This design comes from an exercise in tuning for a short achievable clock period and few clock cycles per item on the open sky130 flow, not from production work. In this exercise RTL edits were held to simulation tests only and were not proved equivalent to the original. Power figures rest on the tool's default switching activity, not on a simulated workload.

==> design/flow/config.mk <==
export PLATFORM = sky130hd
export DESIGN_NAME = bf_top
export DESIGN_NICKNAME = bf_top
export VERILOG_FILES = /design/flow/design.v
export SDC_FILE = /design/flow/constraint.sdc
export NUM_CORES = 4
export LEC_CHECK = 0
export CAP_MARGIN = 20
export CORE_MARGIN = 2
export CORE_UTILIZATION = 40
export SLEW_MARGIN = 20
==> design/flow/constraint.sdc <==
create_clock -name core_clock -period 10.0 [get_ports {clk}]
set_input_delay 2.0000 -clock core_clock [delete_from_list [all_inputs] [get_ports {clk}]]
set_output_delay 2.0000 -clock core_clock [all_outputs]
set_load 0.01 [all_outputs]
==> design/flow/design.v <==
package bf_word_pkg;
   localparam int BUCKET_BITS = 4;
   localparam int NUM_BUCKETS = 12;
   localparam int EPOCH_BITS  = 8;
   localparam int TAG_BITS    = 16;
   localparam int ADDR_BITS   = 19;
   localparam int VEC_BITS   = NUM_BUCKETS * BUCKET_BITS;
   localparam int WORD_BITS  = VEC_BITS + EPOCH_BITS + TAG_BITS;   
   localparam int EPOCH_LSB  = TAG_BITS;
   localparam int BUCKET_LSB = TAG_BITS + EPOCH_BITS;
   typedef logic [BUCKET_BITS-1:0] bucket_t;
   typedef logic [VEC_BITS-1:0]    bucket_vec_t;    
   typedef logic [EPOCH_BITS-1:0]  epoch_t;
   typedef logic [TAG_BITS-1:0]    tag_t;
   typedef logic [ADDR_BITS-1:0]   sram_addr_t;
   typedef logic [WORD_BITS-1:0]   sram_word_t;
endpackage
package bf_ctrl_pkg;
   typedef logic req_kind_t;
   localparam logic KIND_INSERT = 1'b1;
endpackage
`timescale 1ns/100ps
module epoch_timer #(
   parameter int EPOCH_CYCLES = 2032
) (
   input  logic               clk,
   input  logic               rst,
   output bf_word_pkg::epoch_t epoch
);
   localparam int CNT_BITS = $clog2(EPOCH_CYCLES + 1);
   logic [CNT_BITS-1:0] cnt;
   logic                wrap;
   always_ff @(posedge clk) begin
      if (rst) begin
         cnt   <= '0;
         epoch <= '0;
         wrap  <= 1'b0;
      end else begin
         wrap <= (cnt == CNT_BITS'(EPOCH_CYCLES - 2));
         if (wrap) begin
            cnt   <= '0;
            epoch <= epoch + 1'b1;     
         end else begin
            cnt <= cnt + 1'b1;
         end
      end
   end
endmodule
`timescale 1ns/100ps
module small_fifo #(
   parameter int WIDTH      = 8,
   parameter int DEPTH_BITS = 2
) (
   input  logic             clk,
   input  logic             rst,
   input  logic [WIDTH-1:0] din,
   input  logic             wr_en,
   input  logic             rd_en,
   output logic [WIDTH-1:0] dout,
   output logic             empty,
   output logic [DEPTH_BITS:0] count
);
   localparam int DEPTH = 1 << DEPTH_BITS;
   logic [WIDTH-1:0]      mem [DEPTH];
   logic [DEPTH_BITS-1:0] wr_ptr;
   logic [DEPTH_BITS-1:0] rd_ptr;
   assign dout  = mem[rd_ptr];
   assign empty = (count == '0);
   always_ff @(posedge clk) begin
      if (wr_en)
         mem[wr_ptr] <= din;
   end
   always_ff @(posedge clk) begin
      if (rst) begin
         wr_ptr <= '0;
         rd_ptr <= '0;
         count  <= '0;
      end else begin
         if (wr_en)
            wr_ptr <= wr_ptr + 1'b1;
         if (rd_en)
            rd_ptr <= rd_ptr + 1'b1;
         case ({wr_en, rd_en})
            2'b10:   count <= count + 1'b1;
            2'b01:   count <= count - 1'b1;
            default: count <= count;
         endcase
      end
   end
endmodule
`timescale 1ns/100ps
module bucket_age (
   input  bf_word_pkg::bucket_vec_t vec_in,
   input  logic                     clr,       
   input  logic [3:0]               sh,        
   output bf_word_pkg::bucket_vec_t aged,
   output logic [11:0]              nz
);
   bf_word_pkg::bucket_vec_t shifted;
   assign shifted = vec_in >> ({sh, 2'b00});
   assign aged    = clr ? '0 : shifted;
   always_comb begin
      for (int i = 0; i < 12; i++)
         nz[i] = |aged[i*4 +: 4];
   end
endmodule
module bucket_update (
   input  bf_word_pkg::bucket_vec_t aged,
   input  logic [11:0]              nz,
   input  logic                     do_op,
   input  bf_ctrl_pkg::req_kind_t   kind,
   output bf_word_pkg::bucket_vec_t result
);
   logic [11:0] higher;    
   logic [11:0] sel;
   always_comb begin
      higher[11] = 1'b0;
      for (int i = 10; i >= 0; i--)
         higher[i] = higher[i+1] | nz[i+1];
      for (int i = 0; i < 12; i++)
         sel[i] = nz[i] & !higher[i];
   end
   always_comb begin
      result = aged;
      if (do_op) begin
         if (kind == bf_ctrl_pkg::KIND_INSERT) begin
            if (aged[47:44] != 4'hf)
               result[47:44] = aged[47:44] + 4'd1;    
         end else begin
            for (int i = 0; i < 12; i++)
               if (sel[i])
                  result[i*4 +: 4] = aged[i*4 +: 4] - 4'd1;
         end
      end
   end
endmodule
`timescale 1ns/100ps
module bf_engine #(
   parameter int TABLE_DEPTH = 1024,
   parameter int VISIT_GAP   = 12
) (
   input  logic                    clk,
   input  logic                    rst,         
   input  logic                    rst_now,     
   input  bf_word_pkg::epoch_t     epoch,
   output logic                    sram_rd_req,
   output bf_word_pkg::sram_addr_t sram_rd_addr,
   output logic                    sram_wr_req,
   output bf_word_pkg::sram_addr_t sram_wr_addr,
   output bf_word_pkg::sram_word_t sram_wr_data,
   input  bf_word_pkg::sram_word_t rd_data,
   input  logic                    rd_vld,
   input  logic                    req_empty,
   output logic                    req_pop,
   input  bf_ctrl_pkg::req_kind_t  req_kind,
   input  bf_word_pkg::sram_addr_t req_hash0,
   input  bf_word_pkg::sram_addr_t req_hash1
);
   localparam int NE = 8;
   logic [NE-1:0]           ent_v;
   bf_word_pkg::sram_addr_t ent_a [NE];
   logic                    ent_op [NE];    
   logic                    ent_k [NE];
   logic [2:0]              tail, retp, head;
   logic                    cand_v;
   bf_word_pkg::sram_addr_t cand_a;
   logic                    cand_op;
   logic                    cand_k;
   logic                    sel;        
   logic [9:0]              sp;
   logic [9:0]              sc_addr;
   logic                    sc_pend;
   logic [3:0]              vcnt;
   logic [TABLE_DEPTH-1:0]  done;       
   logic                    done_q;
   logic                    visit;
   logic                     r0_v;
   bf_word_pkg::sram_word_t  r0_d;
   logic                     a1_v, a1_op, a1_k, a1_clr;
   logic [3:0]               a1_sh;
   bf_word_pkg::bucket_vec_t a1_vec;
   bf_word_pkg::sram_addr_t  a1_a;
   bf_word_pkg::epoch_t      a1_ep;
   logic                     a2_v, a2_op, a2_k;
   logic [11:0]              a2_nz;
   bf_word_pkg::bucket_vec_t a2_vec;
   bf_word_pkg::sram_addr_t  a2_a;
   bf_word_pkg::epoch_t      a2_ep;
   bf_word_pkg::bucket_vec_t aged, result;
   logic [11:0]              nz;
   bf_word_pkg::epoch_t      age;
   logic hz, issue, cand_free;
   always_comb begin
      hz = 1'b0;
      for (int i = 0; i < NE; i++)
         if (ent_v[i] && ent_a[i] == cand_a)
            hz = 1'b1;
   end
   assign issue     = cand_v && !hz && !ent_v[tail] && !a2_v && !rst;
   assign cand_free = !cand_v || issue;
   assign req_pop   = cand_free && !sc_pend && !req_empty && sel && !rst;
   assign visit     = (vcnt == '0) && !sc_pend;
   always_ff @(posedge clk) begin
      if (rst) begin
         ent_v <= '0;
         tail  <= '0;
         head  <= '0;
      end else begin
         if (issue) begin
            ent_v[tail] <= 1'b1;
            tail        <= tail + 1'b1;
         end
         if (a2_v) begin
            ent_v[head] <= 1'b0;
            head        <= head + 1'b1;
         end
      end
   end
   always_ff @(posedge clk) begin
      if (!ent_v[tail]) begin
         ent_a[tail]  <= cand_a;
         ent_op[tail] <= cand_op;
         ent_k[tail]  <= cand_k;
      end
   end
   always_ff @(posedge clk) begin
      if (rst) begin
         cand_v  <= 1'b0;
         sel     <= 1'b0;
         sc_pend <= 1'b0;
         sp      <= '0;
         vcnt    <= 4'(VISIT_GAP - 1);
      end else begin
         if (cand_free) begin
            if (sc_pend) begin
               cand_v  <= 1'b1;
               cand_a  <= {9'd0, sc_addr};
               cand_op <= 1'b0;
               sc_pend <= 1'b0;
            end else if (!req_empty) begin
               cand_v  <= 1'b1;
               cand_a  <= sel ? req_hash1 : req_hash0;
               cand_op <= 1'b1;
               cand_k  <= req_kind;
               sel     <= !sel;
            end else begin
               cand_v  <= 1'b0;
            end
         end
         if (visit) begin
            vcnt <= 4'(VISIT_GAP - 1);
            sp   <= sp + 1'b1;
            if (!done_q) begin
               sc_pend <= 1'b1;
               sc_addr <= sp;
            end
         end else if (vcnt != '0) begin
            vcnt <= vcnt - 1'b1;
         end
      end
   end
   always_ff @(posedge clk) begin
      done_q <= done[sp];
      for (int i = 0; i < TABLE_DEPTH; i++) begin
         if (rst)
            done[i] <= 1'b0;
         else if (a2_v && a2_a[18:10] == '0 && a2_a[9:0] == 10'(i))
            done[i] <= 1'b1;
         else if (visit && sp == 10'(i))
            done[i] <= 1'b0;
      end
   end
   assign age = epoch - r0_d[bf_word_pkg::EPOCH_LSB +: bf_word_pkg::EPOCH_BITS];
   always_ff @(posedge clk) begin
      r0_v <= rd_vld;
      r0_d <= rd_data;
      if (rst) begin
         a1_v <= 1'b0;
         a2_v <= 1'b0;
         retp <= '0;
      end else begin
         a1_v <= r0_v;
         a2_v <= a1_v;
         if (r0_v)
            retp <= retp + 1'b1;
      end
      a1_vec <= r0_d[bf_word_pkg::BUCKET_LSB +: bf_word_pkg::VEC_BITS];
      a1_clr <= (age >= 8'd12);
      a1_sh  <= age[3:0];
      a1_a   <= ent_a[retp];
      a1_op  <= ent_op[retp];
      a1_k   <= ent_k[retp];
      a1_ep  <= epoch;
      a2_vec <= aged;
      a2_nz  <= nz;
      a2_a   <= a1_a;
      a2_op  <= a1_op;
      a2_k   <= a1_k;
      a2_ep  <= a1_ep;
   end
   bucket_age u_age (
      .vec_in (a1_vec),
      .clr    (a1_clr),
      .sh     (a1_sh),
      .aged   (aged),
      .nz     (nz)
   );
   bucket_update u_update (
      .aged   (a2_vec),
      .nz     (a2_nz),
      .do_op  (a2_op),
      .kind   (a2_k),
      .result (result)
   );
   always_ff @(posedge clk) begin
      sram_rd_req  <= issue && !rst_now;
      sram_wr_req  <= a2_v && !rst && !rst_now;
      sram_rd_addr <= cand_a;
      sram_wr_addr <= a2_a;
      sram_wr_data <= {result, a2_ep, a2_a[bf_word_pkg::TAG_BITS-1:0]};
   end
endmodule
`timescale 1ns/100ps
module bf_top (
   input  logic                    clk,
   input  logic                    rst,
   input  logic                    req_valid,
   input  bf_ctrl_pkg::req_kind_t  req_kind,
   input  bf_word_pkg::sram_addr_t req_hash0,
   input  bf_word_pkg::sram_addr_t req_hash1,
   output logic                    req_ready,
   output logic                    sram_rd_req,
   output bf_word_pkg::sram_addr_t sram_rd_addr,
   input  bf_word_pkg::sram_word_t sram_rd_data,
   input  logic                    sram_rd_vld,
   output logic                    sram_wr_req,
   output bf_word_pkg::sram_addr_t sram_wr_addr,
   output bf_word_pkg::sram_word_t sram_wr_data
);
   localparam int REQ_BITS   = 1 + 2 * bf_word_pkg::ADDR_BITS;
   localparam int DEPTH_BITS = 3;
   bf_word_pkg::epoch_t     epoch;
   logic                    rst_q;
   logic                    cap_v, rdy_d, taken;
   bf_ctrl_pkg::req_kind_t  cap_k;
   bf_word_pkg::sram_addr_t cap_h0, cap_h1;
   logic                    req_empty, req_pop;
   logic [DEPTH_BITS:0]     req_cnt;
   logic [REQ_BITS-1:0]     req_dout;
   bf_ctrl_pkg::req_kind_t  q_kind;
   bf_word_pkg::sram_addr_t q_hash0, q_hash1;
   always_ff @(posedge clk) begin
      rst_q  <= rst;
      cap_v  <= req_valid;
      cap_k  <= req_kind;
      cap_h0 <= req_hash0;
      cap_h1 <= req_hash1;
      rdy_d  <= req_ready;
   end
   assign taken = cap_v && rdy_d && !rst_q;
   assign {q_kind, q_hash1, q_hash0} = req_dout;
   always_ff @(posedge clk) begin
      if (rst_q)
         req_ready <= 1'b0;
      else
         req_ready <= ({1'b0, req_cnt} + taken + req_ready) <= (DEPTH_BITS+2)'((1 << DEPTH_BITS) - 1);
   end
   epoch_timer #(.EPOCH_CYCLES(2032)) u_timer (
      .clk   (clk),
      .rst   (rst_q),
      .epoch (epoch)
   );
   small_fifo #(.WIDTH(REQ_BITS), .DEPTH_BITS(DEPTH_BITS)) req_queue (
      .clk   (clk),
      .rst   (rst_q),
      .din   ({cap_k, cap_h1, cap_h0}),
      .wr_en (taken),
      .rd_en (req_pop),
      .dout  (req_dout),
      .empty (req_empty),
      .count (req_cnt)
   );
   bf_engine #(.TABLE_DEPTH(1024)) u_engine (
      .clk          (clk),
      .rst          (rst_q),
      .rst_now      (rst),
      .epoch        (epoch),
      .sram_rd_req  (sram_rd_req),
      .sram_rd_addr (sram_rd_addr),
      .sram_wr_req  (sram_wr_req),
      .sram_wr_addr (sram_wr_addr),
      .sram_wr_data (sram_wr_data),
      .rd_data      (sram_rd_data),
      .rd_vld       (sram_rd_vld),
      .req_empty    (req_empty),
      .req_pop      (req_pop),
      .req_kind     (q_kind),
      .req_hash0    (q_hash0),
      .req_hash1    (q_hash1)
   );
endmodule
==> design/flow/run.sh <==
#!/bin/bash
# synth_recipe.tcl (not shown) runs the flow's synth.tcl, then flattens the netlist and writes it again
# the make line also repeats each setting of config.mk as NAME=value (left out here)
make -C /OpenROAD-flow-scripts/flow DESIGN_CONFIG=/design/flow/config.mk WORK_HOME=/design/flow/orfs CLKGATE_MAP_FILE= SYNTH_SCRIPT=/design/flow/synth_recipe.tcl finish
==> metrics.cfg, run 1 <==
[route]
drc = 0
drtAntennaViolNets = 0
vias_per_cell = 5.92
top_layer = met5
met3WireLength_um = 26100
routed_wl_um = 262000
drt_iter0_markers = 7898
wire_per_inst_um = 24.1
wl_met2_um = 117000
vias = 64400
firstDrtPassIters = 9
m1WireLength_um = 107000

[die]
coreArea_mm2 = 0.204
pin_count = 228
num_rows = 166
die_area_mm2 = 0.209
initial_core_util = 0.401
die_x_um = 457
die_h_um = 457

[global_route]
grt_use_total = 0.242
grt_antenna_before_repair = 10
first_global_vias = 61000
grt_overflow_total = 0
grt_max_degree = 236
grt_pass1_wl_um = 389000

[logic_synthesis]
synth_top_family_by_area = compound AO/OA/AOI/OAI gates
syn_nets = 8278
synth_mux_area_frac = 0.124
synth-simple-area-share = 0.114
yosysWarnings = 6
synth_edf_count = 511
synth_compound_area_frac = 0.152
ys_seq_elements = 1972
syn_inst = 8117
ys_async_sr_fraction = 0
synth_adder_area_share = 0.00721
yosys.area_share.xor_xnor = 0.0240
yosysUniqueCellTypes = 72
synth.avg_cell_area_um2 = 10.1
ys_seq_area_frac = 0.544
synth-main-ff-cell = dfxtp_1
netlist_area_mm2 = 0.0820

[setup_path]
required_ns = 10.73
end_kind = flip-flop
worstSetupPathType = reg2reg
cp_num_buf_inv = 2
crit_family = compound AO/OA/AOI/OAI gates
crit_path_cell_trace = buf_12 -> buf_4 -> mux2i_1 -> nand2_1 -> and3_1 -> a22oi_1 -> nand3_1 -> a2111oi_0 -> and4_1 -> o32ai_1
cp-start-kind = flip-flop
cp.arrival_ns = 5.50
slowest_stage = a2111oi_0
cp_max_fo = 88
slowest_delay_ns = 1.08

[power_and_ir_drop]
intPower_uw = 13000
p_clk_frac = 0.456
irDropWorstVdd_mv = 0.202
p_leak_uw = 0.0290
power_frac_seq = 0.500
p_sw_uw = 3850
powerDensity_mw_per_mm2 = 181
swShare = 0.228
pwr-share-comb = 0.044

[cts]
clk_latency_ns = 0.87
path_clk_slew_ns = 0.06
cts_tree = yes
htree_levels = 4
clock_sinks = 1972
cts-root-buf = clkbuf_16
hold_buffers = 0
cts_made_buffers = 201
clock_path_buffers = 3
ctsResizeCount = 0
cts_setup_buffers = 0

[layout]
drive_gt1_frac = 0.114
register_area_mm2 = 0.0446
nets = 8173
multi_input_area_mm2 = 0.0348
finalCoreUtilization = 0.456
fill_cells = 18800
syn_to_final_growth_pct = 13.6
finalInstanceArea_mm2 = 0.0931

[placement]
post-dp-hpwl_um = 156000
port_buffers = 211
placed_area_mm2 = 0.0863
routabilityCongestion = 0.896

[sta]
post-route-min-period_ns = 4.77
timing.final.crit_share = 0.477
setup_viol = 0
hold_violations = 0
grt_setup_unrepaired = false
finalSetupTns_ns = 0
relSlewSlack = 0.139
finalClockSkew_ns = 0.0462
slew_violations = 0
worst_pin_slew_ns = 1.26
max_freq_mhz = 210

[job]
cap_viol_max_count = 0

[min_path]
hp-class = reg2reg

[status]
status = timing/DRC/antenna clean

metal layers:
| metal | vias up | track usage |
|---|---|---|
| met2 | 3463 | 0.371 |
| met4 | 6 | 0.110 |
| met5 | - | 0 |
| met1 | 31500 | 0.331 |
| li1 | 28800 | - |
| met3 | 633 | 0.0491 |
flip-flops by register name (all words and copies together) (netlist names), 48 cells and up, named ones only:
register	cells
req_queue.mem	312
u_engine.r0_d	56
u_engine.ent_a	152
u_engine.done	1024
u_engine.a1_vec	48
u_engine.sram_wr_data	56
u_engine.a2_vec	48
Yosys cell counts, types with 22 or more instances:
| cell | number | area (µm²) |
|---|---|---|
| nor2_1 | 418 | 1570 |
| nand3_1 | 79 | 395 |
| edfxtp_1 | 511 | 15300 |
| buf_2 | 87 | 435 |
| dfxtp_1 | 1461 | 29200 |
| nor2b_1 | 40 | 250 |
| mux4_2 | 372 | 8380 |
| and2_1 | 33 | 206 |
| a21oi_1 | 1104 | 5530 |
| a211oi_1 | 25 | 188 |
| mux2_2 | 39 | 439 |
| mux2i_1 | 128 | 1280 |
| a22oi_1 | 70 | 526 |
| xor2_1 | 87 | 762 |
| inv_1 | 54 | 203 |
| nor3_1 | 35 | 175 |
| buf_4 | 23 | 173 |
| nor4_1 | 27 | 169 |
| a31oi_1 | 22 | 138 |
| clkbuf_1 | 495 | 1860 |
| nand2_1 | 1462 | 5490 |
| and3_1 | 24 | 150 |
| nand4_1 | 49 | 307 |
| o21ai_0 | 1078 | 5400 |
| ha_1 | 44 | 551 |
| buf_1 | 43 | 161 |
| xnor2_1 | 138 | 1210 |
per-stage QoR:
stage	cells	hold WS (ns)	power (µW)	worst slack (ns)
after floorplan	8117	0.310	8970	5.94
after global placement	10500	0.310	9320	5.31
after detailed placement	10500	0.312	9330	5.31
after CTS	10900	0.317	17000	5.30
after global routing	10900	0.322	17400	5.19
final	10900	0.319	16900	5.23
path summary, 6_finish.rpt:
kind                startpoint                 to  slack (ns)  depth (start not counted)
max             u_engine.sp[1]    u_engine.done_q        5.23                         10
min          u_engine.a1_a[10]  u_engine.a2_a[10]        0.32                          0
max reg2reg     u_engine.sp[1]    u_engine.done_q        5.23                         10
min reg2reg  u_engine.a1_a[10]  u_engine.a2_a[10]        0.32                          0
area by class of cell:
| class | instances | share of cell area |
|---|---|---|
| Multi-Input combinational cell | 5438 | 0.374 |
| Clock buffer | 311 | 0.0640 |
| Antenna cell | 7 | 0.000188 |
| Tap cell | 2688 | 0.0361 |
| Timing Repair Buffer | 343 | 0.0352 |
| Sequential cell | 1972 | 0.479 |
| Clock inverter | 66 | 0.00928 |
| Inverter | 56 | 0.00226 |
placed cells by master, fill, tap and decap left out, types with 13 or more instances in the layout:
master / synthesis / final
nor2b_1: 40 / 38
clkbuf_8: 0 / 47
a31oi_1: 22 / 22
a211oi_1: 25 / 24
a21oi_1: 1104 / 1104
edfxtp_1: 511 / 511
a22oi_1: 70 / 70
clkinv_2: 0 / 25
or4_1: 13 / 13
buf_4: 23 / 117
clkdlybuf4s50_1: 0 / 211
and2_1: 33 / 30
mux2_2: 39 / 39
clkbuf_1: 495 / 59
clkbuf_16: 0 / 203
nand4_1: 49 / 49
nand3_1: 79 / 69
mux4_2: 372 / 372
mux2i_1: 128 / 128
ha_1: 44 / 44
nand2b_1: 16 / 16
nor3_1: 35 / 29
nor4_1: 27 / 26
inv_1: 54 / 53
o21ai_0: 1078 / 1078
nor2_1: 418 / 403
dfxtp_1: 1461 / 1447
and3_1: 24 / 21
xor2_1: 87 / 87
xnor2_1: 138 / 138
nand2_1: 1462 / 1461
cell families (layout without fill, tap and decap cells):
group,count (synthesis),in the layout
mux,543,543
other cells,0,7
fa+ha+maj,46,46
buf+inv,707,776
flops,1972,1972
xor+xnor,225,225
simple gates,2244,2244
compound gates,2380,2380
worst reg2reg max path, stage by stage (launching register included):
cell and delay (ns):
dfxtp_4 0.68, buf_12 0.61, buf_4 0.81, mux2i_1 0.29, nand2_1 0.06, and3_1 0.27, a22oi_1 0.33, nand3_1 0.12
a2111oi_0 1.08, and4_1 0.31, o32ai_1 0.08
power groups by stage:
stage / combinational, µW / sequential (µW) / clock (µW)
3_3_place_gp: 730 / 8590 / 0
4_1_cts: 737 / 8420 / 7790
5_1_grt: 782 / 8430 / 8140
6_report: 747 / 8420 / 7690
3_5_place_dp: 734 / 8600 / 0
2_1_floorplan: 427 / 8550 / 0
Testbench counts, summed over its fixed seeds: cycles 386,599, items 96,000.
==> run 2: changes to the inputs <==
--- a/design/flow/design.v
+++ b/design/flow/design.v
@@ -49,42 +49,37 @@
 `timescale 1ns/100ps
 module small_fifo #(
    parameter int WIDTH      = 8,
-   parameter int DEPTH_BITS = 2
+   parameter int DEPTH_BITS = 3
 ) (
-   input  logic             clk,
-   input  logic             rst,
-   input  logic [WIDTH-1:0] din,
-   input  logic             wr_en,
-   input  logic             rd_en,
-   output logic [WIDTH-1:0] dout,
-   output logic             empty,
+   input  logic                clk,
+   input  logic                rst,
+   input  logic [WIDTH-1:0]    din,
+   input  logic                wr_en,
+   input  logic                rd_en,
+   output logic [WIDTH-1:0]    dout,
+   output logic                empty,
    output logic [DEPTH_BITS:0] count
 );
    localparam int DEPTH = 1 << DEPTH_BITS;
-   logic [WIDTH-1:0]      mem [DEPTH];
-   logic [DEPTH_BITS-1:0] wr_ptr;
-   logic [DEPTH_BITS-1:0] rd_ptr;
-   assign dout  = mem[rd_ptr];
-   assign empty = (count == '0);
+   logic [WIDTH-1:0]    mem [DEPTH];
+   logic [DEPTH_BITS:0] wr_ptr;
+   logic [DEPTH_BITS:0] rd_ptr;
+   assign dout  = mem[rd_ptr[DEPTH_BITS-1:0]];
+   assign empty = (wr_ptr == rd_ptr);
+   assign count = wr_ptr - rd_ptr;
    always_ff @(posedge clk) begin
       if (wr_en)
-         mem[wr_ptr] <= din;
+         mem[wr_ptr[DEPTH_BITS-1:0]] <= din;
    end
    always_ff @(posedge clk) begin
       if (rst) begin
          wr_ptr <= '0;
          rd_ptr <= '0;
-         count  <= '0;
       end else begin
          if (wr_en)
             wr_ptr <= wr_ptr + 1'b1;
          if (rd_en)
             rd_ptr <= rd_ptr + 1'b1;
-         case ({wr_en, rd_en})
-            2'b10:   count <= count + 1'b1;
-            2'b01:   count <= count - 1'b1;
-            default: count <= count;
-         endcase
       end
    end
 endmodule
@@ -162,18 +157,29 @@
    logic                    ent_op [NE];    
    logic                    ent_k [NE];
    logic [2:0]              tail, retp, head;
+   logic [3:0]              nv;             
+   logic                    full;
    logic                    cand_v;
    bf_word_pkg::sram_addr_t cand_a;
    logic                    cand_op;
    logic                    cand_k;
+   logic [NE-1:0]           cand_m;     
    logic                    sel;        
+   logic                    nx_v, nx_op, nx_k;    
+   bf_word_pkg::sram_addr_t nx_a;
+   logic                    nx_free;
+   logic [NE-1:0]           nx_m;
    logic [9:0]              sp;
    logic [9:0]              sc_addr;
    logic                    sc_pend;
    logic [3:0]              vcnt;
    logic [TABLE_DEPTH-1:0]  done;       
+   logic [31:0]             sp_lo, sp_hi;    
+   logic [31:0]             done_g;
    logic                    done_q;
-   logic                    visit;
+   logic                    visit, visit_q;
+   logic                    st_v;
+   logic [31:0]             st_lo, st_hi;    
    logic                     r0_v;
    bf_word_pkg::sram_word_t  r0_d;
    logic                     a1_v, a1_op, a1_k, a1_clr;
@@ -189,30 +195,35 @@
    bf_word_pkg::bucket_vec_t aged, result;
    logic [11:0]              nz;
    bf_word_pkg::epoch_t      age;
-   logic hz, issue, cand_free;
+   logic issue, cand_free;
+   assign issue     = cand_v && !(|(cand_m & ent_v)) && !full && !a2_v && !rst;
+   assign cand_free = !cand_v || issue;
+   assign nx_free   = !nx_v || cand_free;
+   assign req_pop   = nx_free && !sc_pend && !req_empty && sel && !rst;
+   assign visit     = (vcnt == '0) && !sc_pend;
    always_comb begin
-      hz = 1'b0;
       for (int i = 0; i < NE; i++)
-         if (ent_v[i] && ent_a[i] == cand_a)
-            hz = 1'b1;
+         nx_m[i] = (issue && tail == 3'(i)) ? (cand_a == nx_a) : (ent_a[i] == nx_a);
    end
-   assign issue     = cand_v && !hz && !ent_v[tail] && !a2_v && !rst;
-   assign cand_free = !cand_v || issue;
-   assign req_pop   = cand_free && !sc_pend && !req_empty && sel && !rst;
-   assign visit     = (vcnt == '0) && !sc_pend;
    always_ff @(posedge clk) begin
       if (rst) begin
          ent_v <= '0;
          tail  <= '0;
          head  <= '0;
+         nv    <= '0;
+         full  <= 1'b0;
       end else begin
          if (issue) begin
             ent_v[tail] <= 1'b1;
             tail        <= tail + 1'b1;
+            nv          <= nv + 1'b1;
+            full        <= (nv == 4'(NE - 1));
          end
          if (a2_v) begin
             ent_v[head] <= 1'b0;
             head        <= head + 1'b1;
+            nv          <= nv - 1'b1;
+            full        <= 1'b0;
          end
       end
    end
@@ -226,27 +237,23 @@
    always_ff @(posedge clk) begin
       if (rst) begin
          cand_v  <= 1'b0;
+         nx_v    <= 1'b0;
          sel     <= 1'b0;
          sc_pend <= 1'b0;
          sp      <= '0;
          vcnt    <= 4'(VISIT_GAP - 1);
+         visit_q <= 1'b0;
       end else begin
-         if (cand_free) begin
-            if (sc_pend) begin
-               cand_v  <= 1'b1;
-               cand_a  <= {9'd0, sc_addr};
-               cand_op <= 1'b0;
+         if (cand_free)
+            cand_v <= nx_v;
+         if (nx_free) begin
+            nx_v <= sc_pend || !req_empty;
+            if (!sc_pend && !req_empty)
+               sel <= !sel;
+            if (sc_pend)
                sc_pend <= 1'b0;
-            end else if (!req_empty) begin
-               cand_v  <= 1'b1;
-               cand_a  <= sel ? req_hash1 : req_hash0;
-               cand_op <= 1'b1;
-               cand_k  <= req_kind;
-               sel     <= !sel;
-            end else begin
-               cand_v  <= 1'b0;
-            end
          end
+         visit_q <= visit;
          if (visit) begin
             vcnt <= 4'(VISIT_GAP - 1);
             sp   <= sp + 1'b1;
@@ -260,13 +267,36 @@
       end
    end
    always_ff @(posedge clk) begin
-      done_q <= done[sp];
+      if (cand_free) begin
+         cand_a  <= nx_a;
+         cand_op <= nx_op;
+         cand_k  <= nx_k;
+         cand_m  <= nx_m;
+      end
+      if (nx_free) begin
+         nx_a  <= sc_pend ? {9'd0, sc_addr} : (sel ? req_hash1 : req_hash0);
+         nx_op <= !sc_pend;
+         nx_k  <= req_kind;
+      end
+   end
+   always_ff @(posedge clk) begin
+      for (int j = 0; j < 32; j++) begin
+         sp_lo[j]  <= (sp[4:0] == 5'(j));
+         sp_hi[j]  <= (sp[9:5] == 5'(j));
+         done_g[j] <= |(done[j*32 +: 32] & sp_lo);
+      end
+      done_q <= |(done_g & sp_hi);
+      st_v   <= a1_v && a1_a[18:10] == '0;
+      for (int j = 0; j < 32; j++) begin
+         st_lo[j] <= (a1_a[4:0] == 5'(j));
+         st_hi[j] <= (a1_a[9:5] == 5'(j));
+      end
       for (int i = 0; i < TABLE_DEPTH; i++) begin
          if (rst)
             done[i] <= 1'b0;
-         else if (a2_v && a2_a[18:10] == '0 && a2_a[9:0] == 10'(i))
+         else if (a2_v && st_v && st_hi[i/32] && st_lo[i%32])
             done[i] <= 1'b1;
-         else if (visit && sp == 10'(i))
+         else if (visit_q && sp_hi[i/32] && sp_lo[i%32])
             done[i] <= 1'b0;
       end
    end
@@ -363,7 +393,7 @@
       if (rst_q)
          req_ready <= 1'b0;
       else
-         req_ready <= ({1'b0, req_cnt} + taken + req_ready) <= (DEPTH_BITS+2)'((1 << DEPTH_BITS) - 1);
+         req_ready <= ({1'b0, req_cnt} + (DEPTH_BITS+2)'(taken) + (DEPTH_BITS+2)'(req_ready)) <= (DEPTH_BITS+2)'((1 << DEPTH_BITS) - 1);
    end
    epoch_timer #(.EPOCH_CYCLES(2032)) u_timer (
       .clk   (clk),
==> design/flow/flow/run.sh (new file) <==
#!/bin/bash
set -uo pipefail
cd "$(dirname "$0")/.."
bash standard.sh synth > log_synth.txt 2>&1 || { tail -20 log_synth.txt; exit 1; }
bash standard.sh SETUP_SLACK_MARGIN=7 finish > log_layout.txt 2>&1 || { tail -20 log_layout.txt; exit 1; }
==> design/flow/standard.sh (new file) <==
#!/bin/bash
# synth_recipe.tcl (not shown) runs the flow's synth.tcl, then flattens the netlist and writes it again
# the make line also repeats each setting of config.mk as NAME=value (left out here)
make -C /OpenROAD-flow-scripts/flow DESIGN_CONFIG=/design/flow/config.mk WORK_HOME=/design/flow/orfs CLKGATE_MAP_FILE= SYNTH_SCRIPT=/design/flow/synth_recipe.tcl "${@:-finish}"
removed: design/flow/run.sh
==> metrics.cfg, run 2 <==
[die]
pin_count = 228
die_area_mm2 = 0.215
die_x_um = 464
initial_core_util = 0.403
die_h_um = 464
num_rows = 168
coreArea_mm2 = 0.210

[min_path]
hp-class = reg2reg

[setup_path]
end_kind = primary output
crit_family = flip-flops
slowest_delay_ns = 0.36
worstSetupPathType = reg2out
cp_max_fo = 2
cp.arrival_ns = 1.39
cp-start-kind = flip-flop
required_ns = 8.00
crit_path_cell_trace = buf_8
cp_num_buf_inv = 1
slowest_stage = dfxtp_4

[logic_synthesis]
synth_area_leaders = dfxtp_1 39%, edfxtp_1 19%, a22oi_1 13%
synth-main-ff-cell = dfxtp_1
synth_common_cells = 1627 x dfxtp_1, 1425 x a22oi_1, 1253 x nor2_1, 1134 x nand2_1, 736 x clkbuf_1
synth.avg_cell_area_um2 = 10.3
netlist_area_mm2 = 0.0845
ys_async_sr_fraction = 0
synth_edf_count = 540
yosysUniqueCellTypes = 69
synth.top_cell.area_share = 0.385
syn_nets = 8384
syn_inst = 8212
yosysWarnings = 6
synth_most_common_cell = dfxtp_1
ys_seq_elements = 2167
ys_seq_area_frac = 0.577
synth.largest_area_cell = dfxtp_1

[placement]
port_buffers = 211
post-dp-hpwl_um = 154000
placed_area_mm2 = 0.0881
routabilityCongestion = 0.891
dpl.cell_count = 10500

[layout]
largest_reg_flops = 1024
multi_input_area_mm2 = 0.0324
finalInstanceArea_mm2 = 0.0957
final_common_cell = dfxtp_1
drive_gt1_frac = 0.124
final_cells = 10900
nets = 8100
register_area_mm2 = 0.0491
final_cell_mix = 1480 x dfxtp_1, 1425 x a22oi_1, 1247 x nor2_1, 1133 x nand2_1, 540 x edfxtp_1
syn_to_final_growth_pct = 13.2
fill_cells = 19300

[power_and_ir_drop]
p_leak_uw = 0.0316
irDropWorstVdd_mv = 0.161
powerDensity_mw_per_mm2 = 205

[cts]
clock_sinks = 2167
clk_latency_ns = 0.90
htree_levels = 4
clock_path_buffers = 3
hold_buffers = 0
cts-root-buf = clkbuf_16
cts_tree = yes
path_clk_slew_ns = 0.07
cts_made_buffers = 217

[sta]
max_freq_mhz = 295
setup_viol = 0
finalClockSkew_ns = 0.0773
relSlewSlack = 0.184
grt_setup_unrepaired = true
hold_ws_ns = 0.297
finalSetupTns_ns = 0
timing.final.crit_share = 0.339
slew_violations = 0
hold_violations = 0
worst_pin_slew_ns = 1.22
post-route-min-period_ns = 3.39

[route]
drc = 0
vias_per_cell = 6.05
firstDrtPassIters = 12
vias = 66100
routed_wl_um = 286000
drtAntennaViolNets = 0
wire_per_inst_um = 26.2
drt_iter0_markers = 9812

[global_route]
use_met3 = 0.0494
use_met2 = 0.388
grt_pass1_wl_um = 415000
grt_overflow_total = 0
busiest_layer = met2
grt_max_degree = 199
grt_use_total = 0.255
grt_antenna_before_repair = 15
first_global_vias = 61700
grtUsageMet1 = 0.352

[job]
cap_viol_max_count = 0

[status]
status = timing/DRC/antenna clean

run 2: cell types whose count changed in the layout (fill, tap and decap cells not counted), sizes merged, moves of 166 or more:
| cell | delta |
|---|---|
| a22oi | +1355 |
| o21ai | -1058 |
| a21oi | -1054 |
| nor2 | +835 |
| nand2 | -328 |
| mux4 | -229 |
| dfxtp | +166 |
run 2: per-layer routing:
layer / up-vias / wire (µm)
met1: 32700 / 117000
met4: 12 / 14700
li1: 28700 / -
met3: 810 / 28700
met5: - / 76
met2: 3772 / 125000
run 2: metrics by stage:
stage                      util  setup WS, ns  power [µW]
after detailed placement  0.420          6.03       11500
after global routing      0.456          6.55       20200
after floorplan               -          6.61       10600
after global placement    0.420          6.12       11500
final                     0.456          6.61       19600
after CTS                 0.455          6.55       19700
run 2: logic make-up after synthesis:
| kind of cell | synth area share |
|---|---|
| buffers and inverters | 0.0412 |
| XOR/XNOR | 0.0249 |
| adder cells (fa/ha/maj) | 0.00880 |
| multiplexers | 0.0527 |
| flip-flops | 0.577 |
| AO/OA/AOI/OAI | 0.153 |
| AND/OR/NAND/NOR | 0.142 |
run 2: repair_timing:
item | 4_1_cts | 5_1_grt
buffers inserted | 2 | 1
cloned | 1 | 0
setup endpoints to repair | 660 | 186
pin swaps | 0 | 0
resized for setup | 616 | 28
run 2: report_power, final:
| part | total [µW] | switching (µW) | internal, µW |
|---|---|---|---|
| clock | 8210 | 3560 | 4650 |
| sequential | 9790 | 436 | 9350 |
| combinational | 1630 | 1030 | 596 |
run 2: area by class of cell:
| cell class | instances | area share |
|---|---|---|
| inverter | 67 | 0.00263 |
| tap | 2805 | 0.0367 |
| multi-input combinational | 5144 | 0.339 |
| clock inverter | 86 | 0.00991 |
| sequential | 2167 | 0.513 |
| clock buffer | 316 | 0.0658 |
| antenna | 2 | 0.0000523 |
| timing repair buffer | 331 | 0.0330 |
run 2: worst register-to-register path: stages (launching register included):
cell and delay (ns):
edfxtp_1 0.66, xnor2_1 0.51, nand4_1 0.16, nor4_1 0.56, nand4_1 0.51, mux2i_1 0.30
run 2: path summary, 6_finish.rpt:
kind                     start                   to  slack [ns]  cells after the start
max                  req_ready            req_ready        6.61                      1
min          u_engine.r0_d[40]  u_engine.a1_vec[16]        0.30                      0
max reg2reg  u_engine.nx_a[14]   u_engine.cand_m[5]        7.13                      5
min reg2reg  u_engine.r0_d[40]  u_engine.a1_vec[16]        0.30                      0
Testbench counts of run 2, summed over its fixed seeds: cycles 386,622, items 96,000.
==> run 3: changes to the inputs <==
--- a/design/flow/design.v
+++ b/design/flow/design.v
@@ -132,7 +132,7 @@
 `timescale 1ns/100ps
 module bf_engine #(
    parameter int TABLE_DEPTH = 1024,
-   parameter int VISIT_GAP   = 12
+   parameter int VISIT_GAP   = 30
 ) (
    input  logic                    clk,
    input  logic                    rst,         
@@ -172,14 +172,7 @@
    logic [9:0]              sp;
    logic [9:0]              sc_addr;
    logic                    sc_pend;
-   logic [3:0]              vcnt;
-   logic [TABLE_DEPTH-1:0]  done;       
-   logic [31:0]             sp_lo, sp_hi;    
-   logic [31:0]             done_g;
-   logic                    done_q;
-   logic                    visit, visit_q;
-   logic                    st_v;
-   logic [31:0]             st_lo, st_hi;    
+   logic [4:0]              vcnt;
    logic                     r0_v;
    bf_word_pkg::sram_word_t  r0_d;
    logic                     a1_v, a1_op, a1_k, a1_clr;
@@ -241,8 +234,7 @@
          sel     <= 1'b0;
          sc_pend <= 1'b0;
          sp      <= '0;
-         vcnt    <= 4'(VISIT_GAP - 1);
-         visit_q <= 1'b0;
+         vcnt    <= 5'(VISIT_GAP - 1);
       end else begin
          if (cand_free)
             cand_v <= nx_v;
@@ -253,14 +245,11 @@
             if (sc_pend)
                sc_pend <= 1'b0;
          end
-         visit_q <= visit;
          if (visit) begin
-            vcnt <= 4'(VISIT_GAP - 1);
+            vcnt <= 5'(VISIT_GAP - 1);
             sp   <= sp + 1'b1;
-            if (!done_q) begin
-               sc_pend <= 1'b1;
-               sc_addr <= sp;
-            end
+            sc_pend <= 1'b1;
+            sc_addr <= sp;
          end else if (vcnt != '0) begin
             vcnt <= vcnt - 1'b1;
          end
@@ -279,27 +268,6 @@
          nx_k  <= req_kind;
       end
    end
-   always_ff @(posedge clk) begin
-      for (int j = 0; j < 32; j++) begin
-         sp_lo[j]  <= (sp[4:0] == 5'(j));
-         sp_hi[j]  <= (sp[9:5] == 5'(j));
-         done_g[j] <= |(done[j*32 +: 32] & sp_lo);
-      end
-      done_q <= |(done_g & sp_hi);
-      st_v   <= a1_v && a1_a[18:10] == '0;
-      for (int j = 0; j < 32; j++) begin
-         st_lo[j] <= (a1_a[4:0] == 5'(j));
-         st_hi[j] <= (a1_a[9:5] == 5'(j));
-      end
-      for (int i = 0; i < TABLE_DEPTH; i++) begin
-         if (rst)
-            done[i] <= 1'b0;
-         else if (a2_v && st_v && st_hi[i/32] && st_lo[i%32])
-            done[i] <= 1'b1;
-         else if (visit_q && sp_hi[i/32] && sp_lo[i%32])
-            done[i] <= 1'b0;
-      end
-   end
    assign age = epoch - r0_d[bf_word_pkg::EPOCH_LSB +: bf_word_pkg::EPOCH_BITS];
    always_ff @(posedge clk) begin
       r0_v <= rd_vld;
==> metrics.cfg, run 3 <==
[power_and_ir_drop]
powerDensity_mw_per_mm2 = 223
irDropWorstVdd_mv = 0.161
pwr-share-comb = 0.095
power_frac_seq = 0.506
p_leak_uw = 0.0149
p_sw_uw = 2240
p_clk_frac = 0.399
intPower_uw = 7380
swShare = 0.233

[cts]
cts_tree = yes
clock_path_buffers = 3
clk_latency_ns = 0.68
htree_levels = 3
cts-root-buf = clkbuf_16
cts_made_buffers = 102
clock_sinks = 981
path_clk_slew_ns = 0.06

[setup_path]
slowest_delay_ns = 0.36
cp_max_fo = 1
worstSetupPathType = reg2out
cp_num_buf_inv = 1
cp.arrival_ns = 1.15
end_kind = primary output
cp-start-kind = flip-flop
slowest_stage = dfxtp_4
required_ns = 8.00
crit_family = flip-flops
crit_path_cell_trace = buf_6

[logic_synthesis]
yosysUniqueCellTypes = 64
synth-main-ff-cell = edfxtp_1
synth.top_cell.area_share = 0.447
synth.largest_area_cell = edfxtp_1
netlist_area_mm2 = 0.0363
synth_area_leaders = edfxtp_1 45%, dfxtp_1 24%, mux4_2 9.6%
ys_seq_area_frac = 0.690
synth_edf_count = 540
synth.avg_cell_area_um2 = 15.9
ys_async_sr_fraction = 0
synth_common_cells = 540 x edfxtp_1, 441 x dfxtp_1, 212 x xnor2_1, 155 x mux4_2, 111 x nor2_1
syn_inst = 2283
synth_most_common_cell = edfxtp_1
ys_seq_elements = 981
yosysWarnings = 7
syn_nets = 2450

[placement]
post-dp-hpwl_um = 51300
port_buffers = 211
routabilityCongestion = 0.867

[sta]
slew_violations = 0
grt_setup_unrepaired = true
relSlewSlack = 0.347
hold_violations = 0
post-route-min-period_ns = 3.15
finalSetupTns_ns = 0
finalClockSkew_ns = 0.0432
max_freq_mhz = 317
worst_pin_slew_ns = 0.976
setup_viol = 0
timing.final.crit_share = 0.315

[die]
num_rows = 110
initial_core_util = 0.403
die_area_mm2 = 0.0931
die_h_um = 305
coreArea_mm2 = 0.0900
pin_count = 228
die_x_um = 305

[layout]
drive_gt1_frac = 0.237
insertedDiodeCount = 0
nets = 2678
syn_to_final_growth_pct = 19.1
finalCoreUtilization = 0.480
final_cell_mix = 540 x edfxtp_1, 371 x dfxtp_1, 212 x xnor2_1, 155 x mux4_2, 107 x clkbuf_16
fill_cells = 7691
largest_reg_flops = 312
final_common_cell = edfxtp_1

[route]
drt_iter0_markers = 1367
routed_wl_um = 79400
wire_per_inst_um = 21.0
drtAntennaViolNets = 0
firstDrtPassIters = 6
vias = 19500
drc = 0
vias_per_cell = 5.16

[global_route]
first_global_vias = 20200
grt_pass1_wl_um = 122000
grt_antenna_before_repair = 1
grt_max_degree = 69
grt_overflow_total = 0
grt_use_total = 0.171

[status]
status = timing/DRC/antenna clean

[job]
cap_viol_max_count = 0

[min_path]
hp-class = reg2reg

==> run 3: cell count changes after synthesis, moves of 68 or more <==
cell,delta
a22o_1,-70
a22oi_1,-1414
clkbuf_1,-667
dfxtp_1,-1186
nand2_1,-1047
nand3_1,-68
nor2_1,-1142
==> run 3: logic make-up (layout without fill, tap and decap cells) <==
kind of cell,count (synthesis),after routing,synth area share
mux,242,242,0.122
compound gates,163,163,0.0299
simple gates,417,417,0.0589
flops,981,981,0.690
fa+ha+maj,52,52,0.0188
buf+inv,185,501,0.0215
xor+xnor,243,243,0.0587
==> run 3: area by class of cell <==
| type | instances | area [µm²] | area share |
|---|---|---|---|
| Multi-Input combinational cell | 1117 | 10600 | 0.245 |
| Clock inverter | 44 | 493 | 0.0114 |
| Timing Repair Buffer | 242 | 2280 | 0.0528 |
| Sequential cell | 981 | 25100 | 0.582 |
| Clock buffer | 148 | 3010 | 0.0697 |
| Tap cell | 1176 | 1470 | 0.0341 |
| Inverter | 67 | 251 | 0.00582 |
==> run 3: power groups by stage <==
stage	registers, µW	clock network (µW)	logic (µW)
3_5_place_dp	4940	0	924
5_1_grt	4910	4100	983
2_1_floorplan	4800	0	613
3_3_place_gp	4920	0	926
4_1_cts	4870	3940	920
6_report	4870	3840	918
==> run 3: through the flow <==
| step | setup WS, ns | hold WS [ns] | cells | area (µm²) | power [µW] |
|---|---|---|---|---|---|
| after floorplan | 6.61 | 0.310 | 2283 | 36300 | 5410 |
| after global placement | 6.62 | 0.312 | 3581 | 39700 | 5850 |
| after detailed placement | 6.59 | 0.312 | 3581 | 39700 | 5860 |
| after CTS | 6.79 | 0.322 | 3775 | 43000 | 9730 |
| after global routing | 6.80 | 0.327 | 3775 | 43200 | 10000 |
| final | 6.85 | 0.320 | 3775 | 43200 | 9620 |
==> run 3: metal layers <==
layer	wire [µm]	share of wire	GRT usage	up-vias
met4	1460	0.018	0.0465	0
li1	-	-	-	8984
met5	0	0	0	-
met2	40400	0.51	0.294	473
met1	33900	0.43	0.223	9907
met3	3720	0.047	0.0292	113
==> run 3: path summary, 6_finish.rpt <==
| check | to | slack, ns | depth (start not counted) | startpoint |
|---|---|---|---|---|
| setup / recovery | sram_wr_data[65] | 6.85 | 1 | u_engine.sram_wr_data[65] |
| hold / removal | u_engine.a1_vec[22] | 0.32 | 0 | u_engine.r0_d[46] |
| setup reg to reg | u_engine.a2_nz[0] | 7.14 | 5 | u_engine.a1_sh[0] |
| hold reg to reg | u_engine.a1_vec[22] | 0.32 | 0 | u_engine.r0_d[46] |
==> run 3: repair_timing <==
action / CTS / global route
hold buffers: 0 / 0
endpoints found under the hold margin: 0 / 0
buffers inserted: 2 / 0
setup endpoints to repair: 126 / 116
resized for setup: 543 / 54
Testbench counts of run 3, summed over its fixed seeds: cycles 413,158, items 96,000.
==> run 4: changes to the inputs <==
--- a/design/flow/design.v
+++ b/design/flow/design.v
@@ -132,7 +132,7 @@
 `timescale 1ns/100ps
 module bf_engine #(
    parameter int TABLE_DEPTH = 1024,
-   parameter int VISIT_GAP   = 30
+   parameter int VISIT_GAP   = 24
 ) (
    input  logic                    clk,
    input  logic                    rst,         
@@ -173,6 +173,14 @@
    logic [9:0]              sc_addr;
    logic                    sc_pend;
    logic [4:0]              vcnt;
+   logic                    visit, visit_q;
+   logic [255:0]            done;
+   logic [15:0]             sp_lo, sp_hi;    
+   logic [15:0]             done_g;
+   logic                    done_q;
+   logic                    st_v;            
+   logic [15:0]             st_lo, st_hi;
+   logic [9:0]              ahead;
    logic                     r0_v;
    bf_word_pkg::sram_word_t  r0_d;
    logic                     a1_v, a1_op, a1_k, a1_clr;
@@ -235,6 +243,7 @@
          sc_pend <= 1'b0;
          sp      <= '0;
          vcnt    <= 5'(VISIT_GAP - 1);
+         visit_q <= 1'b0;
       end else begin
          if (cand_free)
             cand_v <= nx_v;
@@ -245,11 +254,14 @@
             if (sc_pend)
                sc_pend <= 1'b0;
          end
+         visit_q <= visit;
          if (visit) begin
             vcnt <= 5'(VISIT_GAP - 1);
             sp   <= sp + 1'b1;
-            sc_pend <= 1'b1;
-            sc_addr <= sp;
+            if (!done_q) begin
+               sc_pend <= 1'b1;
+               sc_addr <= sp;
+            end
          end else if (vcnt != '0) begin
             vcnt <= vcnt - 1'b1;
          end
@@ -268,6 +280,26 @@
          nx_k  <= req_kind;
       end
    end
+   assign ahead = a1_a[9:0] - sp;
+   always_ff @(posedge clk) begin
+      for (int j = 0; j < 16; j++) begin
+         sp_lo[j]  <= (sp[3:0] == 4'(j));
+         sp_hi[j]  <= (sp[7:4] == 4'(j));
+         done_g[j] <= |(done[j*16 +: 16] & sp_lo);
+         st_lo[j]  <= (a1_a[3:0] == 4'(j));
+         st_hi[j]  <= (a1_a[7:4] == 4'(j));
+      end
+      done_q <= |(done_g & sp_hi);
+      st_v   <= a1_v && a1_a[18:10] == '0 && ahead[9:8] == 2'b00 && ahead[7:1] != '0;
+      for (int i = 0; i < 256; i++) begin
+         if (rst)
+            done[i] <= 1'b0;
+         else if (a2_v && st_v && st_hi[i/16] && st_lo[i%16])
+            done[i] <= 1'b1;
+         else if (visit_q && sp_hi[i/16] && sp_lo[i%16])
+            done[i] <= 1'b0;
+      end
+   end
    assign age = epoch - r0_d[bf_word_pkg::EPOCH_LSB +: bf_word_pkg::EPOCH_BITS];
    always_ff @(posedge clk) begin
       r0_v <= rd_vld;
==> metrics.cfg, run 4 <==
[cts]
htree_levels = 4
path_clk_slew_ns = 0.06
cts_tree = yes
hold_buffers = 0
cts-root-buf = clkbuf_16
clk_latency_ns = 0.75
clock_sinks = 1320
clock_path_buffers = 3
cts_made_buffers = 139

[route]
drc = 0
drt_iter0_markers = 3058
firstDrtPassIters = 6
vias_per_cell = 5.45
vias = 31400
drtAntennaViolNets = 0
wire_per_inst_um = 22.0
routed_wl_um = 127000

[sta]
worst_pin_slew_ns = 1.19
setup_viol = 0
finalClockSkew_ns = 0.0383
timing.final.ws_setup_ns = 6.78
grt_setup_unrepaired = true
hold_violations = 0
timing.final.crit_share = 0.322
finalSetupTns_ns = 0
slew_violations = 0
max_freq_mhz = 310
relSlewSlack = 0.202
post-route-min-period_ns = 3.22

[setup_path]
cp_num_buf_inv = 1
required_ns = 8.00
end_kind = primary output
crit_path_cell_trace = buf_6
cp_max_fo = 2
slowest_delay_ns = 0.35
worstSetupPathType = reg2out
slowest_stage = dfxtp_4
crit_family = flip-flops
cp.arrival_ns = 1.22
cp-start-kind = flip-flop

[logic_synthesis]
synth_area_leaders = edfxtp_1 32%, dfxtp_1 31%, mux4_2 7.3%
synth.top_cell.area_share = 0.325
yosysUniqueCellTypes = 72
synth_most_common_cell = dfxtp_1
yosysWarnings = 6
synth.largest_area_cell = edfxtp_1
synth_common_cells = 780 x dfxtp_1, 540 x edfxtp_1, 408 x nor2_1, 376 x nand2_1, 260 x a22oi_1
synth.avg_cell_area_um2 = 12.8
netlist_area_mm2 = 0.0500
ys_seq_area_frac = 0.637
ys_seq_elements = 1320
syn_nets = 4088
synth-main-ff-cell = dfxtp_1
synth_edf_count = 540
syn_inst = 3909
ys_async_sr_fraction = 0

[placement]
port_buffers = 211
routabilityCongestion = 0.856
dp_slack_ns = 6.56
post-dp-hpwl_um = 76500

[power_and_ir_drop]
p_sw_uw = 3200
power_frac_seq = 0.498
pwr-share-comb = 0.095
powerDensity_mw_per_mm2 = 220
p_clk_frac = 0.407
irDropWorstVdd_mv = 0.218
p_leak_uw = 0.0199
swShare = 0.250
intPower_uw = 9580

[layout]
drive_gt1_frac = 0.170
largest_reg_flops = 312
syn_to_final_growth_pct = 16.2
nets = 4189
finalCoreUtilization = 0.469
final_cell_mix = 701 x dfxtp_1, 540 x edfxtp_1, 402 x nor2_1, 376 x nand2_1, 260 x a22oi_1
final_common_cell = dfxtp_1
insertedDiodeCount = 0

[status]
status = timing/DRC/antenna clean

[die]
die_x_um = 357
num_rows = 129
die_area_mm2 = 0.128
initial_core_util = 0.404
pin_count = 228
die_h_um = 357
coreArea_mm2 = 0.124

[global_route]
grt_antenna_before_repair = 2
grt_overflow_total = 0
grt_use_total = 0.196
grt_pass1_wl_um = 189000
first_global_vias = 30100
grt_max_degree = 202

[job]
cap_viol_max_count = 0

[min_path]
hp-class = reg2reg

## run 4: cells by family after synthesis
family / synth area share
DFF: 0.637
and+or+nand+nor: 0.102
AOI/OAI and AO/OA: 0.0830
buffers and inverters: 0.0302
xor gates and xnor gates: 0.0452
muxes: 0.0860
adders and majority gates: 0.0168
## run 4: per-layer routing
| layer | global-route usage | share of wire | wire (µm) |
|---|---|---|---|
| met5 | 0 | 0 | 0 |
| met4 | 0.0604 | 0.024 | 3050 |
| met3 | 0.0332 | 0.070 | 8900 |
| met2 | 0.311 | 0.47 | 59500 |
| met1 | 0.275 | 0.44 | 55400 |
## run 4: power groups by stage
| stage | clock network, µW | registers (µW) | logic (µW) |
|---|---|---|---|
| global route | 5540 | 6410 | 1290 |
| detailed placement | 0 | 6470 | 1210 |
| finish | 5200 | 6370 | 1210 |
| global placement | 0 | 6460 | 1210 |
| CTS | 5310 | 6370 | 1200 |
| floorplan | 0 | 6230 | 826 |
## run 4: path summary, 6_finish.rpt
path                                   startpoint                  end  slack, ns  cells past startpoint
worst max-delay path                    req_ready            req_ready       6.78                      1
worst min-delay path            u_engine.r0_d[34]  u_engine.a1_vec[10]       0.32                      0
worst max register to register  u_engine.nx_a[11]   u_engine.cand_m[1]       7.12                      6
worst min register to register  u_engine.r0_d[34]  u_engine.a1_vec[10]       0.32                      0
## run 4: repair_timing
| action | 4_1_cts | 5_1_grt |
|---|---|---|
| setup buffers | 2 | 0 |
| gates cloned | 0 | 0 |
| gates resized for setup | 531 | 44 |
| setup endpoints to repair | 124 | 115 |
## run 4: per-stage QoR
stage / area (µm²) / power, µW / instances / hold slack [ns]
finish: 58100 / 12800 / 5760 / 0.318
global route: 58100 / 13200 / 5760 / 0.326
CTS: 57800 / 12900 / 5758 / 0.320
detailed placement: 53400 / 7680 / 5502 / 0.312
global placement: 53400 / 7670 / 5502 / 0.311
floorplan: 50000 / 7060 / 3909 / 0.310
## run 4: layout make-up
| cell class | instances | area (µm²) |
|---|---|---|
| clock buffers | 194 | 3990 |
| well taps | 1637 | 2050 |
| repair buffers | 258 | 2370 |
| flip-flops and latches | 1320 | 31900 |
| fillers | 10900 | 65700 |
| clock inverters | 60 | 673 |
| multi-input cells | 2217 | 16800 |
| inverters | 74 | 282 |
Testbench counts of run 4, summed over its fixed seeds: cycles 387,757, items 96,000.
==> run 5: changes to the inputs <==
--- a/design/flow/design.v
+++ b/design/flow/design.v
@@ -169,6 +169,7 @@
    bf_word_pkg::sram_addr_t nx_a;
    logic                    nx_free;
    logic [NE-1:0]           nx_m;
+   logic [NE-1:0]           sc_m;       
    logic [9:0]              sp;
    logic [9:0]              sc_addr;
    logic                    sc_pend;
@@ -199,12 +200,14 @@
    logic issue, cand_free;
    assign issue     = cand_v && !(|(cand_m & ent_v)) && !full && !a2_v && !rst;
    assign cand_free = !cand_v || issue;
-   assign nx_free   = !nx_v || cand_free;
-   assign req_pop   = nx_free && !sc_pend && !req_empty && sel && !rst;
+   assign nx_free   = !nx_v || (cand_free && !sc_pend);
+   assign req_pop   = nx_free && !req_empty && sel && !rst;
    assign visit     = (vcnt == '0) && !sc_pend;
    always_comb begin
       for (int i = 0; i < NE; i++)
          nx_m[i] = (issue && tail == 3'(i)) ? (cand_a == nx_a) : (ent_a[i] == nx_a);
+      for (int i = 0; i < NE; i++)
+         sc_m[i] = (issue && tail == 3'(i)) ? (cand_a == {9'd0, sc_addr}) : (ent_a[i] == {9'd0, sc_addr});
    end
    always_ff @(posedge clk) begin
       if (rst) begin
@@ -245,14 +248,14 @@
          vcnt    <= 5'(VISIT_GAP - 1);
          visit_q <= 1'b0;
       end else begin
-         if (cand_free)
-            cand_v <= nx_v;
+         if (cand_free) begin
+            cand_v <= sc_pend || nx_v;
+            sc_pend <= 1'b0;
+         end
          if (nx_free) begin
-            nx_v <= sc_pend || !req_empty;
-            if (!sc_pend && !req_empty)
+            nx_v <= !req_empty;
+            if (!req_empty)
                sel <= !sel;
-            if (sc_pend)
-               sc_pend <= 1'b0;
          end
          visit_q <= visit;
          if (visit) begin
@@ -269,14 +272,14 @@
    end
    always_ff @(posedge clk) begin
       if (cand_free) begin
-         cand_a  <= nx_a;
-         cand_op <= nx_op;
+         cand_a  <= sc_pend ? {9'd0, sc_addr} : nx_a;
+         cand_op <= !sc_pend && nx_op;
          cand_k  <= nx_k;
-         cand_m  <= nx_m;
+         cand_m  <= sc_pend ? sc_m : nx_m;
       end
       if (nx_free) begin
-         nx_a  <= sc_pend ? {9'd0, sc_addr} : (sel ? req_hash1 : req_hash0);
-         nx_op <= !sc_pend;
+         nx_a  <= sel ? req_hash1 : req_hash0;
+         nx_op <= 1'b1;
          nx_k  <= req_kind;
       end
    end
==> metrics.cfg, run 5 <==
[min_path]
hp-class = reg2reg

[power_and_ir_drop]
pwr-share-comb = 0.083
irDropWorstVdd_mv = 0.194
p_leak_uw = 0.0203
p_sw_uw = 3070
p_clk_frac = 0.405
p_total_uw = 12300
swShare = 0.249
intPower_uw = 9250
powerDensity_mw_per_mm2 = 208
power_frac_seq = 0.512

[logic_synthesis]
ys_async_sr_fraction = 0
yosysUniqueCellTypes = 75
synth.avg_cell_area_um2 = 12.6
syn_nets = 4264
yosysWarnings = 6
synth_common_cells = 780 x dfxtp_1, 539 x edfxtp_1, 410 x nor2_1, 363 x nand2_1, 260 x a22oi_1
ys_seq_elements = 1319
ys_seq_area_frac = 0.619
synth_edf_count = 539
synth_area_leaders = edfxtp_1 31%, dfxtp_1 30%, mux4_2 7.3%
syn_inst = 4086
synth-main-ff-cell = dfxtp_1
synth_most_common_cell = dfxtp_1
synth.largest_area_cell = edfxtp_1
netlist_area_mm2 = 0.0514
synth.top_cell.area_share = 0.315

[layout]
final_common_cell = dfxtp_1
nets = 4358
final_cell_mix = 688 x dfxtp_1, 539 x edfxtp_1, 404 x nor2_1, 363 x nand2_1, 260 x a22oi_1
finalInstanceArea_mm2 = 0.0593
drive_gt1_frac = 0.168
largest_reg_flops = 312
insertedDiodeCount = 0
finalCoreUtilization = 0.465
syn_to_final_growth_pct = 15.4

[setup_path]
end_kind = primary output
cp.arrival_ns = 1.25
slowest_delay_ns = 0.38
slowest_stage = dfxtp_4
worstSetupPathType = reg2out
cp_max_fo = 2
crit_path_cell_trace = buf_6
required_ns = 8.00
cp_num_buf_inv = 1
cp-start-kind = flip-flop
crit_family = flip-flops

[sta]
worst_pin_slew_ns = 1.18
setup_viol = 0
post-route-min-period_ns = 3.25
timing.final.crit_share = 0.325
hold_violations = 0
finalSetupTns_ns = 0
finalClockSkew_ns = 0.0222
slew_violations = 0
relSlewSlack = 0.212
max_freq_mhz = 308
timing.final.ws_setup_ns = 6.75
grt_setup_unrepaired = true

[global_route]
grt_pass1_wl_um = 202000
first_global_vias = 32200
grt_max_degree = 89
grt_use_total = 0.202
grt_overflow_total = 0
grt_antenna_before_repair = 4

[route]
firstDrtPassIters = 8
met3WireLength_um = 8770
wl_met2_um = 63600
drtAntennaViolNets = 0
m1WireLength_um = 57600
vias = 33000
drt_iter0_markers = 3052
routed_wl_um = 135000
wire_per_inst_um = 22.7
vias_per_cell = 5.55
drc = 0
top_layer = met5

[die]
die_area_mm2 = 0.131
coreArea_mm2 = 0.128
initial_core_util = 0.403
pin_count = 228
die_x_um = 362
die_h_um = 362
num_rows = 131

[cts]
cts_made_buffers = 139
clock_sinks = 1319
cts-root-buf = clkbuf_16
hold_buffers = 0
cts_tree = yes
clock_path_buffers = 3
path_clk_slew_ns = 0.06
htree_levels = 4
clk_latency_ns = 0.77

[job]
cap_viol_max_count = 0

[placement]
dp_slack_ns = 6.23
post-dp-hpwl_um = 83400
routabilityCongestion = 0.931
placed_area_mm2 = 0.0548
port_buffers = 211

[status]
status = timing/DRC/antenna clean

run 5: cell types whose count changed after synthesis, moves of 11 or more:
cell | before | now
xor2_1 | 71 | 175
nor4_1 | 36 | 71
buf_2 | 24 | 48
xnor2_1 | 183 | 161
clkbuf_1 | 242 | 224
mux2_2 | 28 | 42
nand2_1 | 376 | 363
nor3_1 | 44 | 56
nor2b_1 | 14 | 25
run 5: area by class of cell:
| type | instances | area, µm² |
|---|---|---|
| repair inverters | 1 | 7.51 |
| clock buffers | 200 | 3990 |
| flip-flops and latches | 1319 | 32000 |
| inverters | 82 | 320 |
| well taps | 1662 | 2080 |
| repair buffers | 261 | 2450 |
| fillers | 11400 | 68200 |
| clock inverters | 50 | 419 |
| multi-input cells | 2376 | 18100 |
run 5: per-stage QoR:
step | hold WS [ns] | std cells
2_1_floorplan | 0.310 | 4086
3_3_place_gp | 0.310 | 5694
3_5_place_dp | 0.312 | 5694
4_1_cts | 0.322 | 5947
5_1_grt | 0.326 | 5951
6_report | 0.319 | 5951
run 5: what timing repair did:
item	4_1_cts	5_1_grt
hold endpoints to repair	0	0
gates cloned	2	0
gates resized for setup	569	56
endpoints found under the setup margin	332	236
buffers inserted	1	3
pin swaps	1	1
run 5: cells by family (layout without fill, tap and decap cells):
logic type | Yosys count | after routing | share of synthesized area
and+or+nand+nor | 1161 | 1162 | 0.105
adders and majority gates | 63 | 63 | 0.0161
xor gates and xnor gates | 336 | 336 | 0.0573
muxes | 241 | 241 | 0.0884
buffers and inverters | 392 | 594 | 0.0316
DFF | 1319 | 1319 | 0.619
AOI/OAI and AO/OA | 574 | 574 | 0.0830
run 5: power groups by stage:
stage	Combinational [µW]	Sequential, µW	Clock [µW]
4_1_cts	1010	6300	5110
3_3_place_gp	1010	6400	0
6_report	1020	6310	5000
5_1_grt	1090	6340	5320
3_5_place_dp	1010	6400	0
2_1_floorplan	712	6160	0
run 5: final timing paths:
check	from	end	slack [ns]	cells past startpoint
worst min-delay path	u_engine.a1_ep[6]	u_engine.a2_ep[6]	0.32	0
worst max-delay path	u_engine.sram_wr_addr[9]	sram_wr_addr[9]	6.75	1
worst max register to register	u_engine.nx_a[7]	u_engine.cand_m[4]	6.99	7
worst min register to register	u_engine.a1_ep[6]	u_engine.a2_ep[6]	0.32	0
run 5: routing by layer:
layer	track usage	vias to the layer above
li1	-	15100
met1	0.268	16400
met2	0.327	1248
met3	0.0360	291
met4	0.0819	4
met5	0	-
Testbench counts of run 5, summed over its fixed seeds: cycles 387,646, items 96,000.

## afterwards: timing with drivers on the ports
The results above use ideal ports. As a check the final layouts listed here were re-extracted and re-timed, cells and wires unchanged.
Step 1: set_driving_cell puts a clkbuf_16 on clk and a buf_2 on each other input, an assumption about the parent block.
Step 2 times the ports against the registers' clock, not the clock port: input delays grow and output delays shrink by t, the midpoint of the rising clock arrivals with the driver on.
a / b / c = no drivers / after step 1 / after step 2; a / b = the first two.
run	t, ns	setup slack, ns	worst slew at a driven data input, ns	pins driven straight from the clock port
run 1	0.945	5.235 / 5.235 / 5.235	0.10	1
run 2	0.939	6.609 / 6.528 / 7.126	0.11	1
run 3	0.714	6.849 / 6.791 / 7.145	0.08	1
run 4	0.809	6.777 / 6.706 / 7.118	0.13	1
run 5	0.829	6.751 / 6.678 / 6.992	0.10	1
After both steps setup and hold are still met in every run listed.
